From an optimization exercise on the open Yosys and OpenROAD flow, aimed at small area; shortcuts taken in it are not production practice.
At most, simulation tests tie the RTL to the original design; equivalence was not proved.
Power and IR drop assume default switching activity.

==> flow/design.v <==
`timescale 1ns / 1ps
package desa_pkg;
	localparam int SIZE_BITS_DEF = 32;
	localparam int CMD_W      = 4;
	localparam int NUM_W      = 32;
	localparam int TIER_W     = 2;
	localparam int STATUS_W   = 2;
	localparam int OFFSET_W   = 33;
	localparam int FREE_W     = 32;
	localparam int CFG_DATA_W = 32;
	localparam int CFG_IDX_W  = 1;
	localparam logic [CMD_W-1:0] CMD_ALLOC_PRI   = 4'd0;
	localparam logic [CMD_W-1:0] CMD_CLEAR_PRI   = 4'd1;
	localparam logic [CMD_W-1:0] CMD_FREE_FRONT  = 4'd2;
	localparam logic [CMD_W-1:0] CMD_FREE_REAR   = 4'd3;
	localparam logic [CMD_W-1:0] CMD_FREE_GLOBAL = 4'd4;
	localparam logic [CMD_W-1:0] CMD_SET_TIER    = 4'd5;
	localparam logic [CMD_W-1:0] CMD_ALLOC_CUR   = 4'd6;
	localparam logic [CMD_W-1:0] CMD_ALLOC_NEXT  = 4'd7;
	localparam logic [CMD_W-1:0] CMD_CLEAR_FRAME = 4'd8;
	localparam logic [CMD_W-1:0] CMD_SWAP        = 4'd9;
	localparam logic [TIER_W-1:0] TIER_GLOBAL = 2'd0;
	localparam logic [TIER_W-1:0] TIER_FRONT  = 2'd1;
	localparam logic [TIER_W-1:0] TIER_REAR   = 2'd2;
	localparam logic SIDE_FRONT = 1'b0;
	localparam logic SIDE_REAR  = 1'b1;
	localparam logic [STATUS_W-1:0] ST_OK      = 2'd0;
	localparam logic [STATUS_W-1:0] ST_NOSPACE = 2'd1;
	localparam logic [STATUS_W-1:0] ST_NOCFG   = 2'd2;
	localparam logic [CFG_IDX_W-1:0] REG_PRIMARY_SIZE = 1'd0;
	localparam logic [CFG_IDX_W-1:0] REG_FRAME_SIZE   = 1'd1;
	typedef struct packed {
		logic exec;     
		logic cfg_we;   
	} ctl_t;
endpackage
`timescale 1ns / 1ps
`timescale 1ns / 1ps
`timescale 1ns / 1ps
module double_ended_stack_allocator_core #(
	parameter int SIZE_BITS = desa_pkg::SIZE_BITS_DEF
) (
	input  logic                             clk,
	input  logic                             arst_n,
	input  logic                             cmd_valid,
	output logic                             cmd_ready,
	input  logic [desa_pkg::CMD_W-1:0]       cmd_command,
	input  logic [desa_pkg::NUM_W-1:0]       cmd_num_bytes,
	input  logic [desa_pkg::TIER_W-1:0]      cmd_tier,
	output logic                             res_valid,
	input  logic                             res_ready,
	output logic [desa_pkg::STATUS_W-1:0]    res_status,
	output logic [desa_pkg::OFFSET_W-1:0]    res_offset,
	output logic [desa_pkg::FREE_W-1:0]      res_primary_free,
	output logic [desa_pkg::FREE_W-1:0]      res_frame_free,
	input  logic                             cfg_valid,
	output logic                             cfg_ready,
	input  logic [desa_pkg::CFG_IDX_W-1:0]   cfg_index,
	input  logic [desa_pkg::CFG_DATA_W-1:0]  cfg_data
);
	typedef logic [31:0] w_t;
	localparam int ADD_BLK = 11;
	function automatic logic [32:0] add32(input logic [31:0] a, input logic [31:0] b,
			input logic ci);
		logic [32:0] s;
		logic [31:0] r;
		logic cb, c, pp;
		cb = ci;
		for (int lo = 0; lo < 32; lo += ADD_BLK) begin
			c = (lo == 0) ? ci : 1'b0;
			for (int i = lo; i < lo + ADD_BLK && i < 32; i++) begin
				r[i] = a[i] ^ b[i] ^ c;
				c = (a[i] & b[i]) | (c & (a[i] ^ b[i]));
			end
			if (lo == 0) begin
				for (int i = lo; i < lo + ADD_BLK && i < 32; i++) s[i] = r[i];
				cb = c;
			end else begin
				pp = 1'b1;
				for (int i = lo; i < lo + ADD_BLK && i < 32; i++) begin
					s[i] = r[i] ^ (cb & pp);
					pp = pp & r[i];
				end
				cb = c | (cb & pp);
			end
		end
		s[32] = cb;
		add32 = s;
	endfunction
	w_t   psize_q, fsize_q, global_q, front_q, rear_q, ffront_q, frear_q;
	logic [1:0] tier_q;
	logic side_q;
	logic valid_q;
	logic pnz_q, fnz_q;
	logic [1:0] st_q;
	w_t   off_q;
	logic ofr_q;
	logic exec;
	assign cmd_ready = !valid_q || res_ready;
	assign res_valid = valid_q;
	assign cfg_ready = 1'b1;
	assign exec      = cmd_valid && cmd_ready;
	always_ff @(posedge clk or negedge arst_n) begin
		if (!arst_n) valid_q <= 1'b0;
		else if (exec) valid_q <= 1'b1;
		else if (res_ready) valid_q <= 1'b0;
	end
	logic c_apri, c_clr, c_ffront, c_frear, c_fglob, c_tier, c_afrm, c_cfrm, c_swap;
	assign c_apri   = cmd_command == 4'd0;
	assign c_clr    = cmd_command == 4'd1;
	assign c_ffront = cmd_command == 4'd2;
	assign c_frear  = cmd_command == 4'd3;
	assign c_fglob  = cmd_command == 4'd4;
	assign c_tier   = cmd_command == 4'd5;
	assign c_afrm   = cmd_command[3:1] == 3'b011;
	assign c_cfrm   = cmd_command == 4'd8;
	assign c_swap   = cmd_command == 4'd9;
	logic pcfg, fcfg, cfg_nz;
	assign pcfg   = pnz_q;
	assign fcfg   = fnz_q;
	assign cfg_nz = |cfg_data;
	w_t proom, froom;
	assign proom = w_t'(add32(rear_q, ~front_q, 1'b1));
	assign froom = w_t'(add32(frear_q, ~ffront_q, 1'b1));
	assign res_primary_free = pcfg ? proom : '0;
	assign res_frame_free   = fcfg ? froom : '0;
	logic aside, t_rear, t_glob, use_rear;
	assign aside    = side_q ^ cmd_command[0];
	assign t_rear   = tier_q[1];
	assign t_glob   = ~tier_q[1] & ~tier_q[0];
	assign use_rear = c_afrm ? aside : t_rear;
	w_t room, a_in, sum;
	assign room = c_afrm ? froom : proom;
	always_comb begin
		case ({c_afrm, use_rear})
			2'b00:   a_in = front_q;
			2'b01:   a_in = ~rear_q;
			2'b10:   a_in = ffront_q;
			default: a_in = ~frear_q;
		endcase
	end
	assign sum = w_t'(add32(a_in, cmd_num_bytes, 1'b0));
	logic nospace, nocfg, alloc, ok;
	assign alloc   = c_apri | c_afrm;
	assign nocfg   = c_afrm ? ~fcfg : ~pcfg;
	assign nospace = cmd_num_bytes > room;
	assign ok      = alloc & ~nocfg & ~nospace;
	logic pri_ok, frm_ok;
	assign pri_ok = exec & c_apri & pcfg & ~nospace;
	assign frm_ok = exec & c_afrm & fcfg & ~nospace;
	always_ff @(posedge clk) begin
		if (exec) begin
			st_q  <= alloc ? {nocfg, ~nocfg & nospace} : 2'b00;
			off_q <= ok ? (use_rear ? ~sum : a_in) : '0;
			ofr_q <= ok & c_afrm & pnz_q;
		end
	end
	assign res_status = st_q;
	assign res_offset = add32(off_q, ofr_q ? psize_q : 32'd0, 1'b0);
	logic pcfg_we, fcfg_we;
	assign pcfg_we = cfg_valid & ~cfg_index[0];
	assign fcfg_we = cfg_valid &  cfg_index[0];
	w_t psize_d, fsize_d;
	assign psize_d = pcfg_we ? cfg_data : psize_q;
	assign fsize_d = fcfg_we ? cfg_data : fsize_q;
	logic p_zero, p_rear_sz, p_front_gl;
	assign p_zero     = pcfg_we | (exec & c_clr);
	assign p_rear_sz  = pcfg_we | (exec & (c_clr | c_frear | c_fglob));
	assign p_front_gl = exec & (c_ffront | c_fglob | (c_tier & cmd_tier == 2'd0));
	always_ff @(posedge clk or negedge arst_n) begin
		if (!arst_n) pnz_q <= 1'b0;
		else if (pcfg_we) pnz_q <= cfg_nz;
	end
	always_ff @(posedge clk) psize_q <= psize_d;
	always_ff @(posedge clk) begin
		if (p_zero) global_q <= '0;
		else if (pri_ok & t_glob) global_q <= sum;
		if (p_zero) front_q <= '0;
		else if (p_front_gl) front_q <= global_q;
		else if (pri_ok & ~t_rear) front_q <= sum;
		if (p_rear_sz) rear_q <= psize_d;
		else if (pri_ok & t_rear) rear_q <= ~sum;
		if (pcfg_we) tier_q <= 2'd0;
		else if (exec & c_tier & cmd_tier != 2'd3) tier_q <= cmd_tier;
	end
	logic f_front0, f_rear_sz;
	assign f_front0  = fcfg_we | (exec & (c_cfrm | (c_swap & fcfg & ~side_q)));
	assign f_rear_sz = fcfg_we | (exec & (c_cfrm | (c_swap & fcfg & side_q)));
	always_ff @(posedge clk or negedge arst_n) begin
		if (!arst_n) fnz_q <= 1'b0;
		else if (fcfg_we) fnz_q <= cfg_nz;
	end
	always_ff @(posedge clk) fsize_q <= fsize_d;
	always_ff @(posedge clk) begin
		if (f_front0) ffront_q <= '0;
		else if (frm_ok & ~aside) ffront_q <= sum;
		if (f_rear_sz) frear_q <= fsize_d;
		else if (frm_ok & aside) frear_q <= ~sum;
		if (fcfg_we) side_q <= 1'b0;
		else if (exec & c_swap & fcfg) side_q <= ~side_q;
	end
endmodule
make LEC_CHECK=0 CAP_MARGIN=20 CORE_MARGIN=2 CORE_UTILIZATION=40 SLEW_MARGIN=20 finish   # period 11.0 ns
run.sh (not shown) runs the stock make flow with config.mk's settings and CLKGATE_MAP_FILE= SYNTH_SCRIPT=/design/flow/synth_recipe.tcl, a recipe that flattens the netlist after the stock synthesis.
==> next run, changes <==
--- a/flow/design.v
+++ b/flow/design.v
@@ -57,11 +57,11 @@
 	output logic                             cfg_ready,
 	input  logic [desa_pkg::CFG_IDX_W-1:0]   cfg_index,
 	input  logic [desa_pkg::CFG_DATA_W-1:0]  cfg_data
 );
 	typedef logic [31:0] w_t;
-	localparam int ADD_BLK = 11;
+	localparam int ADD_BLK = 16;
 	function automatic logic [32:0] add32(input logic [31:0] a, input logic [31:0] b,
 			input logic ci);
 		logic [32:0] s;
 		logic [31:0] r;
 		logic cb, c, pp;
@@ -89,11 +89,11 @@
 	endfunction
 	w_t   psize_q, fsize_q, global_q, front_q, rear_q, ffront_q, frear_q;
 	logic [1:0] tier_q;
 	logic side_q;
 	logic valid_q;
-	logic pnz_q, fnz_q;
+	logic pset_q, fset_q;
 	logic [1:0] st_q;
 	w_t   off_q;
 	logic ofr_q;
 	logic exec;
 	assign cmd_ready = !valid_q || res_ready;
@@ -113,14 +113,13 @@
 	assign c_fglob  = cmd_command == 4'd4;
 	assign c_tier   = cmd_command == 4'd5;
 	assign c_afrm   = cmd_command[3:1] == 3'b011;
 	assign c_cfrm   = cmd_command == 4'd8;
 	assign c_swap   = cmd_command == 4'd9;
-	logic pcfg, fcfg, cfg_nz;
-	assign pcfg   = pnz_q;
-	assign fcfg   = fnz_q;
-	assign cfg_nz = |cfg_data;
+	logic pcfg, fcfg;
+	assign pcfg = pset_q & (|psize_q);
+	assign fcfg = fset_q & (|fsize_q);
 	w_t proom, froom;
 	assign proom = w_t'(add32(rear_q, ~front_q, 1'b1));
 	assign froom = w_t'(add32(frear_q, ~ffront_q, 1'b1));
 	assign res_primary_free = pcfg ? proom : '0;
 	assign res_frame_free   = fcfg ? froom : '0;
@@ -150,11 +149,11 @@
 	assign frm_ok = exec & c_afrm & fcfg & ~nospace;
 	always_ff @(posedge clk) begin
 		if (exec) begin
 			st_q  <= alloc ? {nocfg, ~nocfg & nospace} : 2'b00;
 			off_q <= ok ? (use_rear ? ~sum : a_in) : '0;
-			ofr_q <= ok & c_afrm & pnz_q;
+			ofr_q <= ok & c_afrm & pset_q;
 		end
 	end
 	assign res_status = st_q;
 	assign res_offset = add32(off_q, ofr_q ? psize_q : 32'd0, 1'b0);
 	logic pcfg_we, fcfg_we;
@@ -166,12 +165,12 @@
 	logic p_zero, p_rear_sz, p_front_gl;
 	assign p_zero     = pcfg_we | (exec & c_clr);
 	assign p_rear_sz  = pcfg_we | (exec & (c_clr | c_frear | c_fglob));
 	assign p_front_gl = exec & (c_ffront | c_fglob | (c_tier & cmd_tier == 2'd0));
 	always_ff @(posedge clk or negedge arst_n) begin
-		if (!arst_n) pnz_q <= 1'b0;
-		else if (pcfg_we) pnz_q <= cfg_nz;
+		if (!arst_n) pset_q <= 1'b0;
+		else if (pcfg_we) pset_q <= 1'b1;
 	end
 	always_ff @(posedge clk) psize_q <= psize_d;
 	always_ff @(posedge clk) begin
 		if (p_zero) global_q <= '0;
 		else if (pri_ok & t_glob) global_q <= sum;
@@ -185,12 +184,12 @@
 	end
 	logic f_front0, f_rear_sz;
 	assign f_front0  = fcfg_we | (exec & (c_cfrm | (c_swap & fcfg & ~side_q)));
 	assign f_rear_sz = fcfg_we | (exec & (c_cfrm | (c_swap & fcfg & side_q)));
 	always_ff @(posedge clk or negedge arst_n) begin
-		if (!arst_n) fnz_q <= 1'b0;
-		else if (fcfg_we) fnz_q <= cfg_nz;
+		if (!arst_n) fset_q <= 1'b0;
+		else if (fcfg_we) fset_q <= 1'b1;
 	end
 	always_ff @(posedge clk) fsize_q <= fsize_d;
 	always_ff @(posedge clk) begin
 		if (f_front0) ffront_q <= '0;
 		else if (frm_ok & ~aside) ffront_q <= sum;
Effect: Via count is about the same; wire length falls by 0.78%; sequential share of layout area falls by 0.71 points; total power rises by 11%; area after synthesis rises by 0.50%; hold slack degrades by 0.0052 ns; maximum frequency falls by 5.7%.
Only the layout flow was run in the second run of this note; the RTL was not checked for function there.

[what the ideal ports hide]
No port has a modelled driver above. Below, the same layouts with a new extraction and two added sets of constraints.
Step 1 assumes that a clkbuf_16 drives the clock port and a buf_2 every other input.
Step 2 adds t to the input delays and takes it off the output delays; t is the mean of the earliest and latest rising clock arrival at the registers after step 1. Input paths then give back, and output paths get back, about the clock's delay inside the block.
Three values: ideal, step 1, step 2; two values: the first two.
run	t, ns	slack for setup (ns)	worst setup path at the end	worst register clock-pin slew, ns	cell pins on the clock port's net
the first run	0.625	0.882 / 0.829 / 0.604	input to register	0.07 / 0.07	1
the second run	0.601	0.267 / 0.214 / -0.215	input to register	0.07 / 0.07	1
Met with ideal ports but missed after step 2: setup timing in the second run. For the second run, which loses most, drivers alone change the setup slack by -0.053 ns; drivers and shift together by -0.482 ns.
